Background: an optimization exercise with open tools, aiming at small area and a short achievable clock period. Do not read the settings as production practice.
Function was checked by simulation only, so behaviour that the tests miss may differ from the original.
No run shown here takes its clock network from TritonCTS; it comes from the design's own scripts or RTL.
No driver is modelled on the clock port, so clock power and skew are understated where the tree is cut down; a real chip needs a root buffer or a tree.
Power figures rest on the tool's default switching activity, not on a simulated workload.

==> flow/design.v, too long to show whole: its modules and the start of the top module <==
// module fft_fa: 10 lines
// module fft_f7: 174 lines
// module fft8_top: 741 lines
module fft8_top (
    input  logic         clk,
    input  logic         rst_n,
    input  logic [79:0]  sample,
    output logic [159:0] result
);
  // ...
==> flow/flow/run.sh <==
#!/bin/bash
# The standard ORFS layout (standard.sh), with these changes:
#  - the smallest buffer (sky130_fd_sc_hd__buf_1) on every port;
#  - the pins that carry one sign bit (copies) are placed as a group, and so
#    are the pairs of pins that carry one shared least significant bit;
#  - after placement, each output-port buffer is moved next to its pin and
#    the flip-flop that drives it next to the buffer, and the placement is
#    legalized (pull_out_ffs.tcl);
#  - the clock tree is built by clock_tree.tcl instead of TritonCTS: clock
#    port -> four root clkbuf_16 -> leaf clkbuf_16 per cluster of about 26
#    flip-flops, every flip-flop behind the same two buffer stages; then hold
#    repair and legalization as ORFS's cts step does; before it, the
#    reset net is rebuilt as one buffer per cluster of about 24 reset pins;
#  - the rest (global and detailed routing, finishing) is standard.sh again.
# Each tool's full output goes to a log of its own in this folder.
set -euo pipefail
export BUFFER_PORTS_ARGS="-buffer_cell sky130_fd_sc_hd__buf_1"
# the result pins that carry copies of one sign bit sit next to each other,
# and so do the two pins of bins m and m+4 that share one least significant bit
export PLACE_PINS_ARGS="-group_pins {result[10] result[90]} -group_pins {result[0] result[80]} -group_pins {result[30] result[110]} -group_pins {result[20] result[100]} -group_pins {result[50] result[130]} -group_pins {result[40] result[120]} -group_pins {result[70] result[150]} -group_pins {result[60] result[140]} -group_pins {result[17] result[18] result[19]} -group_pins {result[7] result[8] result[9]} -group_pins {result[38] result[39]} -group_pins {result[28] result[29]} -group_pins {result[57] result[58] result[59]} -group_pins {result[47] result[48] result[49]} -group_pins {result[78] result[79]} -group_pins {result[68] result[69]} -group_pins {result[97] result[98] result[99]} -group_pins {result[87] result[88] result[89]} -group_pins {result[118] result[119]} -group_pins {result[108] result[109]} -group_pins {result[137] result[138] result[139]} -group_pins {result[127] result[128] result[129]} -group_pins {result[158] result[159]} -group_pins {result[148] result[149]}"
RES=orfs/results/${FLOW_PLATFORM}/fft8_top/base
bash standard.sh place > standard_place.log 2>&1
PLACE_ODB=$RES/3_place.odb openroad -no_init -exit flow/pull_out_ffs.tcl > pull_out_ffs.log 2>&1
RES=$RES PLATFORM_DIR=$FLOW_HOME/platforms/$FLOW_PLATFORM LEAF_SIZE=26 RST_LEAF_SIZE=24 \
  openroad -no_init -exit flow/clock_tree.tcl > clock_tree.log 2>&1
cp $RES/4_1_cts.odb $RES/4_cts.odb
bash standard.sh > standard.log 2>&1
==> flow/flow/clock_tree.tcl <==
# Clock tree built by hand in place of TritonCTS: the clock port drives four
# root buffers (one per quadrant of the sinks), each root drives the leaf
# buffers of its quadrant, and each leaf buffer drives one k-means cluster of
# flip-flop clock pins. All buffers are sky130_fd_sc_hd__clkbuf_16, so every
# flip-flop sees the same number of buffer stages. Then the steps that ORFS's
# cts.tcl runs after clock_tree_synthesis: legalization and timing repair.
# Before that, the reset net's buffer tree is rebuilt the same way: the
# reset port buffer drives one buffer per k-means cluster of reset pins.
# Environment: RES (ORFS results folder), PLATFORM_DIR, LEAF_SIZE,
# RST_LEAF_SIZE.
set res $::env(RES)
read_liberty $::env(PLATFORM_DIR)/lib/sky130_fd_sc_hd__tt_025C_1v80.lib
read_db $res/3_place.odb
read_sdc $res/3_place.sdc
source $::env(PLATFORM_DIR)/setRC.tcl
set_dont_use [concat [get_lib_cells */sky130_fd_sc_hd__lpflow_*] [get_lib_cells */sky130_fd_sc_hd__probe*]]

set db [ord::get_db]
set block [ord::get_db_block]
set clknet [[$block findBTerm clk] getNet]
set master [$db findMaster sky130_fd_sc_hd__clkbuf_16]

# sinks: every instance pin on the clock net
set sinks {}
foreach it [$clknet getITerms] {
  set bb [[$it getInst] getBBox]
  lappend sinks [list $it [expr {([$bb xMin] + [$bb xMax]) / 2.0}] [expr {([$bb yMin] + [$bb yMax]) / 2.0}]]
}
set n [llength $sinks]
set k [expr {int(ceil(double($n) / $::env(LEAF_SIZE)))}]
puts "clock_tree: $n sinks, $k leaf clusters"

# k-means on the sink positions, seeded on a grid over their bounding box
proc kmeans {pts k iters} {
  set xs {}; set ys {}
  foreach p $pts { lappend xs [lindex $p 1]; lappend ys [lindex $p 2] }
  set x0 [tcl::mathfunc::min {*}$xs]; set x1 [tcl::mathfunc::max {*}$xs]
  set y0 [tcl::mathfunc::min {*}$ys]; set y1 [tcl::mathfunc::max {*}$ys]
  set cols [expr {int(ceil(sqrt($k)))}]
  set rows [expr {int(ceil(double($k) / $cols))}]
  set cx {}; set cy {}
  for {set i 0} {$i < $k} {incr i} {
    set c [expr {$i % $cols}]; set r [expr {$i / $cols}]
    lappend cx [expr {$x0 + ($c + 0.5) * ($x1 - $x0) / $cols}]
    lappend cy [expr {$y0 + ($r + 0.5) * ($y1 - $y0) / $rows}]
  }
  set assign {}
  for {set it 0} {$it < $iters} {incr it} {
    set assign {}
    set sx [lrepeat $k 0.0]; set sy [lrepeat $k 0.0]; set sn [lrepeat $k 0]
    foreach p $pts {
      set px [lindex $p 1]; set py [lindex $p 2]
      set best 0; set bd 1e30
      for {set i 0} {$i < $k} {incr i} {
        set d [expr {abs($px - [lindex $cx $i]) + abs($py - [lindex $cy $i])}]
        if {$d < $bd} { set bd $d; set best $i }
      }
      lappend assign $best
      lset sx $best [expr {[lindex $sx $best] + $px}]
      lset sy $best [expr {[lindex $sy $best] + $py}]
      lset sn $best [expr {[lindex $sn $best] + 1}]
    }
    for {set i 0} {$i < $k} {incr i} {
      if {[lindex $sn $i] > 0} {
        lset cx $i [expr {[lindex $sx $i] / [lindex $sn $i]}]
        lset cy $i [expr {[lindex $sy $i] / [lindex $sn $i]}]
      }
    }
  }
  return [list $assign $cx $cy]
}

proc place_at {inst x y} {
  set m [$inst getMaster]
  $inst setLocation [expr {int($x - [$m getWidth] / 2)}] [expr {int($y - [$m getHeight] / 2)}]
  $inst setPlacementStatus PLACED
}


# ---- reset net: flatten its buffer tree, then one buffer per cluster ----
proc is_buffer {inst} {
  return [regexp {__(buf|clkbuf)_[0-9]+$} [[$inst getMaster] getName]]
}
proc net_sinks {net bufsVar} {
  upvar $bufsVar bufs
  set out {}
  foreach it [$net getITerms] {
    if {![$it isInputSignal]} { continue }
    set inst [$it getInst]
    if {[is_buffer $inst]} {
      lappend bufs $inst
      foreach o [$inst getITerms] {
        if {[$o isOutputSignal] && [$o getNet] ne "NULL"} {
          set out [concat $out [net_sinks [$o getNet] bufs]]
        }
      }
    } else {
      lappend out $it
    }
  }
  return $out
}
set rport [$block findBTerm rst_n]
set rnet [$rport getNet]
# the port buffer
set pbuf ""
foreach it [$rnet getITerms] { if {[$it isInputSignal]} { set pbuf [$it getInst] } }
set rroot ""
foreach it [$pbuf getITerms] { if {[$it isOutputSignal]} { set rroot [$it getNet] } }
set bufs {}
set rsinks [net_sinks $rroot bufs]
foreach b $bufs {
  foreach it [$b getITerms] {
    set bn [$it getNet]
    $it disconnect
    if {$bn ne "NULL" && $bn ne $rroot && [llength [$bn getITerms]] == 0} { odb::dbNet_destroy $bn }
  }
  odb::dbInst_destroy $b
}
set rpts {}
foreach it $rsinks {
  set bb [[$it getInst] getBBox]
  lappend rpts [list $it [expr {([$bb xMin] + [$bb xMax]) / 2.0}] [expr {([$bb yMin] + [$bb yMax]) / 2.0}]]
}
set rk [expr {int(ceil(double([llength $rpts]) / $::env(RST_LEAF_SIZE)))}]
lassign [kmeans $rpts $rk 20] rassign rcx rcy
set rmaster [$db findMaster sky130_fd_sc_hd__buf_4]
$pbuf swapMaster $rmaster
for {set i 0} {$i < $rk} {incr i} {
  set members {}
  set j 0
  foreach p $rpts {
    if {[lindex $rassign $j] == $i} { lappend members [lindex $p 0] }
    incr j
  }
  if {[llength $members] == 0} { continue }
  set inst [odb::dbInst_create $block $rmaster "rst_buf_$i"]
  set net [odb::dbNet_create $block "rst_net_$i"]
  [$inst findITerm A] connect $rroot
  [$inst findITerm X] connect $net
  foreach it $members { $it disconnect; $it connect $net }
  place_at $inst [lindex $rcx $i] [lindex $rcy $i]
}
puts "reset_tree: removed [llength $bufs] buffers, [llength $rsinks] sinks in $rk clusters"

lassign [kmeans $sinks $k 20] assign cx cy

# rebalance: nearest-first assignment with a capacity per leaf
set cap [expr {int(ceil(1.1 * $n / $k))}]
set pairs {}
set j 0
foreach p $sinks {
  for {set i 0} {$i < $k} {incr i} {
    lappend pairs [list [expr {abs([lindex $p 1] - [lindex $cx $i]) + abs([lindex $p 2] - [lindex $cy $i])}] $j $i]
  }
  incr j
}
set assign [lrepeat $n -1]
set cnt [lrepeat $k 0]
foreach pr [lsort -real -index 0 $pairs] {
  lassign $pr d j i
  if {[lindex $assign $j] >= 0 || [lindex $cnt $i] >= $cap} { continue }
  lset assign $j $i
  lset cnt $i [expr {[lindex $cnt $i] + 1}]
}
# leaf position: centroid of its sinks
set sx [lrepeat $k 0.0]; set sy [lrepeat $k 0.0]
set j 0
foreach p $sinks {
  set i [lindex $assign $j]
  lset sx $i [expr {[lindex $sx $i] + [lindex $p 1]}]
  lset sy $i [expr {[lindex $sy $i] + [lindex $p 2]}]
  incr j
}
for {set i 0} {$i < $k} {incr i} {
  if {[lindex $cnt $i] > 0} {
    lset cx $i [expr {[lindex $sx $i] / [lindex $cnt $i]}]
    lset cy $i [expr {[lindex $sy $i] / [lindex $cnt $i]}]
  }
}
# leaves that received no sink are dropped
set leaves {}
for {set i 0} {$i < $k} {incr i} {
  set members {}
  set j 0
  foreach p $sinks {
    if {[lindex $assign $j] == $i} { lappend members [lindex $p 0] }
    incr j
  }
  if {[llength $members] > 0} {
    lappend leaves [list $members [lindex $cx $i] [lindex $cy $i]]
  }
}
set sizes {}
foreach l $leaves { lappend sizes [llength [lindex $l 0]] }
puts "clock_tree: leaf sizes $sizes"

# roots: k-means of the leaf positions into four groups
set lpts {}
set j 0
foreach l $leaves { lappend lpts [list $j [lindex $l 1] [lindex $l 2]]; incr j }
lassign [kmeans $lpts 4 20] rassign rcx rcy

set roots {}
for {set r 0} {$r < 4} {incr r} {
  if {[lsearch -exact $rassign $r] < 0} { lappend roots ""; continue }
  set inst [odb::dbInst_create $block $master "cts_root_$r"]
  set net [odb::dbNet_create $block "clk_root_$r"]
  $net setSigType CLOCK
  [$inst findITerm A] connect $clknet
  [$inst findITerm X] connect $net
  place_at $inst [lindex $rcx $r] [lindex $rcy $r]
  lappend roots $net
}
set j 0
foreach l $leaves {
  set inst [odb::dbInst_create $block $master "cts_leaf_$j"]
  set net [odb::dbNet_create $block "clk_leaf_$j"]
  $net setSigType CLOCK
  [$inst findITerm A] connect [lindex $roots [lindex $rassign $j]]
  [$inst findITerm X] connect $net
  foreach it [lindex $l 0] {
    $it disconnect
    $it connect $net
  }
  place_at $inst [lindex $l 1] [lindex $l 2]
  incr j
}

set_propagated_clock [all_clocks]
estimate_parasitics -placement
detailed_placement
estimate_parasitics -placement
report_clock_skew
report_clock_latency
repair_timing -hold -hold_margin 0 -verbose
detailed_placement
check_placement -verbose
estimate_parasitics -placement
report_clock_skew
report_worst_slack -max
report_worst_slack -min
write_db $res/4_1_cts.odb
write_sdc $res/4_cts.sdc
==> flow/flow/pull_out_ffs.tcl <==
# Moves every output-port buffer next to its pin and every flip-flop that
# drives an output-port buffer next to that buffer, then legalizes the
# placement. Reads and writes the placed database given in
# the environment (PLACE_ODB).
read_db $::env(PLACE_ODB)
set block [ord::get_db_block]
set core [$block getCoreArea]
proc clamp {v lo hi} { return [expr {$v < $lo ? $lo : ($v > $hi ? $hi : $v)}] }
set moved 0
set sumx [dict create]
set sumy [dict create]
set cnt [dict create]
foreach bterm [$block getBTerms] {
  if {[$bterm getIoType] ne "OUTPUT"} { continue }
  set net [$bterm getNet]
  set buf ""
  foreach it [$net getITerms] {
    if {[$it isOutputSignal]} { set buf [$it getInst] }
  }
  if {$buf eq ""} { continue }
  # the buffer goes next to its pin, inside the core
  set pb [lindex [$bterm getBPins] 0]
  set pbox [$pb getBBox]
  set bm [$buf getMaster]
  set px [clamp [expr {([$pbox xMin] + [$pbox xMax]) / 2 - [$bm getWidth] / 2}] [$core xMin] [expr {[$core xMax] - [$bm getWidth]}]]
  set py [clamp [expr {([$pbox yMin] + [$pbox yMax]) / 2 - [$bm getHeight] / 2}] [$core yMin] [expr {[$core yMax] - [$bm getHeight]}]]
  $buf setLocation $px $py
  $buf setPlacementStatus PLACED
  set innet ""
  foreach it [$buf getITerms] {
    if {[$it isInputSignal]} { set innet [$it getNet] }
  }
  if {$innet eq ""} { continue }
  set ff ""
  foreach it [$innet getITerms] {
    if {[$it isOutputSignal]} { set ff [$it getInst] }
  }
  if {$ff eq ""} { continue }
  if {![string match "*df*" [[$ff getMaster] getName]]} { continue }
  set bb [$buf getBBox]
  set x [expr {([$bb xMin] + [$bb xMax]) / 2}]
  set y [expr {([$bb yMin] + [$bb yMax]) / 2}]
  set name [$ff getName]
  if {![dict exists $cnt $name]} {
    dict set cnt $name 0
    dict set sumx $name 0
    dict set sumy $name 0
  }
  dict incr cnt $name
  dict set sumx $name [expr {[dict get $sumx $name] + $x}]
  dict set sumy $name [expr {[dict get $sumy $name] + $y}]
}
foreach name [dict keys $cnt] {
  set ff [$block findInst $name]
  set n [dict get $cnt $name]
  set x [expr {[dict get $sumx $name] / $n}]
  set y [expr {[dict get $sumy $name] / $n}]
  set m [$ff getMaster]
  $ff setLocation [expr {$x - [$m getWidth] / 2}] [expr {$y - [$m getHeight] / 2}]
  $ff setPlacementStatus PLACED
  incr moved
}
puts "pull_out_ffs: moved $moved flip-flops"
detailed_placement
check_placement -verbose
write_db $::env(PLACE_ODB)
==> flow/standard.sh <==
#!/bin/bash
# synth_recipe.tcl (not shown) runs the flow's synth.tcl, then flattens the netlist and writes it again
# the make line also repeats each setting of config.mk as NAME=value (left out here)
make -C /OpenROAD-flow-scripts/flow DESIGN_CONFIG=/design/flow/config.mk WORK_HOME=/design/flow/orfs CLKGATE_MAP_FILE= SYNTH_SCRIPT=/design/flow/synth_recipe.tcl "${@:-finish}"
==> flow/config.mk <==
export PLATFORM = sky130hd
export DESIGN_NAME = fft8_top
export DESIGN_NICKNAME = fft8_top
export VERILOG_FILES = /design/flow/design.v
export SDC_FILE = /design/flow/constraint.sdc
export NUM_CORES = 4
export LEC_CHECK = 0
export CAP_MARGIN = 20
export CORE_MARGIN = 2
export CORE_UTILIZATION = 70
export SLEW_MARGIN = 20
export SYNTH_HIERARCHICAL = 1
export SYNTH_MINIMUM_KEEP_SIZE = 0
==> flow/constraint.sdc <==
create_clock -name core_clock -period 16.0 [get_ports {clk}]
set_input_delay 3.2000 -clock core_clock [delete_from_list [all_inputs] [get_ports {clk}]]
set_output_delay 3.2000 -clock core_clock [all_outputs]
set_load 0.01 [all_outputs]
==> run notes, run 1 <==
- Antenna violations before repair: 0
- Reg2Reg Launch Point: u3_6[0]
- Vias in the first global route: 13.5k
- Std-Cell Rows: 69
- Fraction of area in multi-input gates: 0.359
- Mapped Avg Cell Area: 14.0 um2
- Worst slew pin tran: 0.789 ns
- Gate power share: 0.410
- Sequential share of cell area: 0.525
- Fin nets: roughly 2.4k
- Worst path bufs/invs: 1
- Pwr Density: 214 nW/um2
- Fin crit period: 4.10 ns
- Crit-path max FO: 1
- Worst reg2reg path depth: 10
- Multi-input gates: roughly 840
- Dpl cells: 2431
- Critical path arrival: about 0.9 ns
- Final Max Tran Viols: 0
- CP startpoint: y7i[4]
- Sequential share of the synthesized area: 0.563
- Quantity of I/O buffers inserted on ports: 241
- Top-area cell type share of the netlist area: 0.429
- Simple-Gate Fraction of Synth Area: 0.0596
- VDD IR-drop max: 0.200 mV
- Post-synthesis xor/xnor area fraction: 0.0244
- Metal-1 WL: around 20 mm
- Delay-heaviest family, CP: flip-flops
- Met3 Resource Use GR: 0.0309
- P_sw: approximately 2200 uW
- Met2 usage: 0.444
- Status: complete, no violations
- Final hold vios: 0
- Hold Path Class: reg -> reg
- Adder-cell share of the synthesized area: 0.251
- Post-synth ARST share: 0.199
- Top Consumer: registers
- Total wire length: 46.7 mm
- Largest net degree at the start of global routing: roughly 150
- Global-route wire length before repair: slightly above 70 mm
- WHS: between 0.3 and 0.4 ns
==> run 2: changes to the inputs <==
--- a/flow/flow/run.sh
+++ b/flow/flow/run.sh
@@ -9,3 +9,3 @@
 #  - the clock tree is built by clock_tree.tcl instead of TritonCTS: clock
-#    port -> four root clkbuf_16 -> leaf clkbuf_16 per cluster of about 26
+#    port -> four root clkbuf_16 -> leaf clkbuf_16 per cluster of about 23
 #    flip-flops, every flip-flop behind the same two buffer stages; then hold
@@ -23,3 +23,3 @@
 PLACE_ODB=$RES/3_place.odb openroad -no_init -exit flow/pull_out_ffs.tcl > pull_out_ffs.log 2>&1
-RES=$RES PLATFORM_DIR=$FLOW_HOME/platforms/$FLOW_PLATFORM LEAF_SIZE=26 RST_LEAF_SIZE=24 \
+RES=$RES PLATFORM_DIR=$FLOW_HOME/platforms/$FLOW_PLATFORM LEAF_SIZE=23 RST_LEAF_SIZE=24 \
   openroad -no_init -exit flow/clock_tree.tcl > clock_tree.log 2>&1
==> run 2 against run 1 <==
Via count grew 1.1%. Sequential share of layout area down 0.19 points. Clock skew is 0.037 ns higher. Fmax barely moved. Total power rose by 1.2%. Global-route usage up 0.069 points. Critical path depth is the same. Cell count is 0.16% higher.
==> run notes, run 2 <==
- Std-Cell Rows: 69 (unchanged)
- Crit-path max FO: 2 (+1)
- Area of the multi-input gates: 9670 um2
- CP Cell Sequence: buf_1
- Post-Layout Cell Count: 2470
- Clk slew on worst S/H paths: 0.09 ns
- Startpoint types: flip-flop
- Delay-heaviest family, CP: flip-flops
- Pwr Density: 216 nW/um2 (+0.79%)
- Diodes inserted: 0
- Final HPWL DP: roughly 35 mm
- Critical path depth in cells: 1
- Max-Cap Viols: 0
- Slowest stage delay, CP: 0.40 ns
- Register Area: 14100 um2
- Fmax: between 200 and 250 MHz
- Dpl cells: 2431 (unchanged)
- Hold Path Class: reg -> reg
- Fillers: 2108
- Syn Nets: 2221
- Mapped Avg Cell Area: 14.0 um2 (unchanged)
- Most common cell after layout, fill and taps aside: dfxtp_1
- Final period utilization: 0.256
- Post-synth ARST share: 0.199 (unchanged)
- Wire per inst: around 19 um
- Die Area: between 30000 and 40000 um2
- Worst Path Required: 12.80 ns
- Routed vias: 12.7k
- Top-level I/O count: 242
- Global-route wire length before repair: 72.6 mm (+0.19%)
- Cell count of the worst hold path: 0
- Largest net degree at the start of global routing: 145 (unchanged)
- Netlist cell types: 44
- Top-area cell type share of the netlist area: 0.429 (unchanged)
- Worst reg2reg path depth: 10 (unchanged)
- CP Class: reg -> out
- Synth area leaders: dfxtp_1, fa_1, dfrtp_1
- Fin Setup TNS: 0 ns
- Die span in y: 193 um
- Worst path bufs/invs: 1 (unchanged)
- Core Util, Final: 0.763
- Status: complete, no violations
- Cell internal pwr: 3600 uW
- DRT iter0 DRCs: 763
- Count leader, synth: dfxtp_1
- WHS: 0.273 ns (-0.0397 ns)
- Gr ovfl total: 0
- CP Capture Type: output pin
- Initial core utilization: 0.709
- Critical Path Slowest Stage Cell: dfrtp_1
- Max transition margin: 0.465
- Syn Std Cell Area: 25100 um2
- Top FF cell, synth: dfxtp_1
- Yosys top cell by area: dfxtp_1
- Post-DP Area: 26100 um2
- RePlAce Congestion: 0.862
- Area Growth Syn to Fin: 7.63%
- Synth Register Bits: 672
- VDD IR-drop max: 0.171 mV (-15%)
- Worst Skew: 0.0989 ns
- Antenna violations before repair: 0 (unchanged)
- Fin crit period: 4.10 ns (+0.000700 ns)
- Worst reg-to-reg setup slack: 12.10 ns
- Die Wd: 193 um
- Sequential share of the synthesized area: 0.563 (unchanged)
- Total wire length: 46.8 mm (about the same)
- Design area: ~27000 um2
- Share of cells above drive strength 1: 0.0353
- Clock share of power: 0.148
- Synth Instances: approximately 1.8k
- Final hold vios: 0 (unchanged)
- Largest registers: r1 (80), r2 (80)
- Number of synthesized flops with an enable pin: 0
- P_sw: 2230 uW (+0.92%)
- Fin nets: 2434 (+0.16%)
- DRT Pass-1 Iters: 5
- Remaining routing DRC violations: 0
- Ys Warns: 7
- Core area: 35400 um2
- Final Max Tran Viols: 0 (unchanged)
- RSZ-0062 raised after global routing: false
- Synth cell count leaders: dfxtp_1, fa_1, inv_1
- Worst slew pin tran: 0.802 ns (+0.0133 ns)
- Post-DR vias/cell: slightly above 5
- Share of power burned in registers: 0.446
- Gate power share: 0.406 (-0.004)
- Quantity of I/O buffers inserted on ports: 241 (unchanged)
- Critical path arrival: 0.90 ns (about the same)
- Clock latency on the worst-skew pair: around 0.4 ns
- Antenna Nets Post-Route: 0
- Switching portion of total power: 0.383
- Total leakage power: 0.0118 uW
- Vias in the first global route: 13.5k (+0.29%)
- Tot GR Track Use: 0.252
- Setup violators final: 0
- Most frequent cells in the layout: dfxtp_1, fa_1, buf_1
run 2: cell counts after synthesis:
Identical to the previous run, type by type.
run 2: per-module statistics from Yosys, one instance, submodules excluded:
| module | cell area, um2 | flip-flops and latches | copies in the design |
|---|---|---|---|
| fft_f7 | 556 | 0 | 4 |
| fft_fa | 20.0 | 0 | 272 |
| fft8_top | 17400 | 672 | 1 |
run 2: metrics by stage:
step	setup slack, ns	power (uW)
5_1_grt	11.75	6270
2_1_floorplan	12.25	4120
6_report	11.90	5840
3_3_place_gp	11.26	4860
3_5_place_dp	11.20	4960
run 2: layout make-up:
class,count,area share
Inverter,220,0.0306
Tap cell,461,0.0214
Timing Repair Buffer,242,0.0340
Multi-Input combinational cell,835,0.358
Buffer,40,0.0332
Sequential cell,672,0.523
run 2: per-layer routing:
layer  wire, um  up-vias  track usage  share of wire
met5          0        -            0              0
met4       1350        0       0.0605          0.029
met3       1830       71       0.0227          0.039
met2      23600      334        0.450           0.50
met1      20000     6369        0.340           0.43
li1           -     5915            -              -
run 2: kinds of logic (layout without fill, tap and decap cells):
| logic type | Yosys count | count (layout) | share of synthesized area |
|---|---|---|---|
| other | 1 | 1 | 0.000149 |
| xor gates and xnor gates | 70 | 70 | 0.0244 |
| DFF | 672 | 672 | 0.563 |
| AOI/OAI and AO/OA | 128 | 128 | 0.0407 |
| and+or+nand+nor | 272 | 272 | 0.0596 |
| adders and majority gates | 340 | 340 | 0.251 |
| buffers and inverters | 292 | 502 | 0.0519 |
| muxes | 24 | 24 | 0.00957 |
run 2: power groups by stage:
stage | sequential (uW) | combinational [uW] | clock, uW
finish | 2600 | 2370 | 862
global placement | 2610 | 2250 | 0
detailed placement | 2640 | 2320 | 0
global route | 2670 | 2670 | 936
floorplan | 2530 | 1590 | 0
run 2: path summary, 6_finish.rpt:
check,from,endpoint
worst max-delay path,y3r[8],result[78]
worst min-delay path,r1[33],r2[33]
worst max register to register,u3_6[0],y3r[8]
max in group asynchronous,rst_n,y4i[7]
min in group asynchronous,rst_n,y4i[0]
worst min register to register,r1[33],r2[33]

port drivers added, routing unchanged:
Ports are ideal in the flow. The routed layouts listed here were re-timed in OpenROAD. Step 1 assumes that a clkbuf_16 drives the clock port and a buf_2 every other input. Step 2 times the ports against the registers' clock, not the clock port: input delays grow and output delays shrink by t, the midpoint of the rising clock arrivals with the driver on. Three values: no drivers, after step 1, after step 2; two values: the first two.
| run | shift t [ns] | setup WS [ns] | clock arrival spread, ns | worst data-port slew with drivers (ns) |
|---|---|---|---|---|
| run 1 | 0.473 | 11.899 / 11.781 / 12.079 | 0.063 / 0.062 | 0.04 |
| run 2 | 0.467 | 11.899 / 11.784 / 12.101 | 0.101 / 0.100 | 0.04 |
After both steps setup and hold are still met in every run listed.
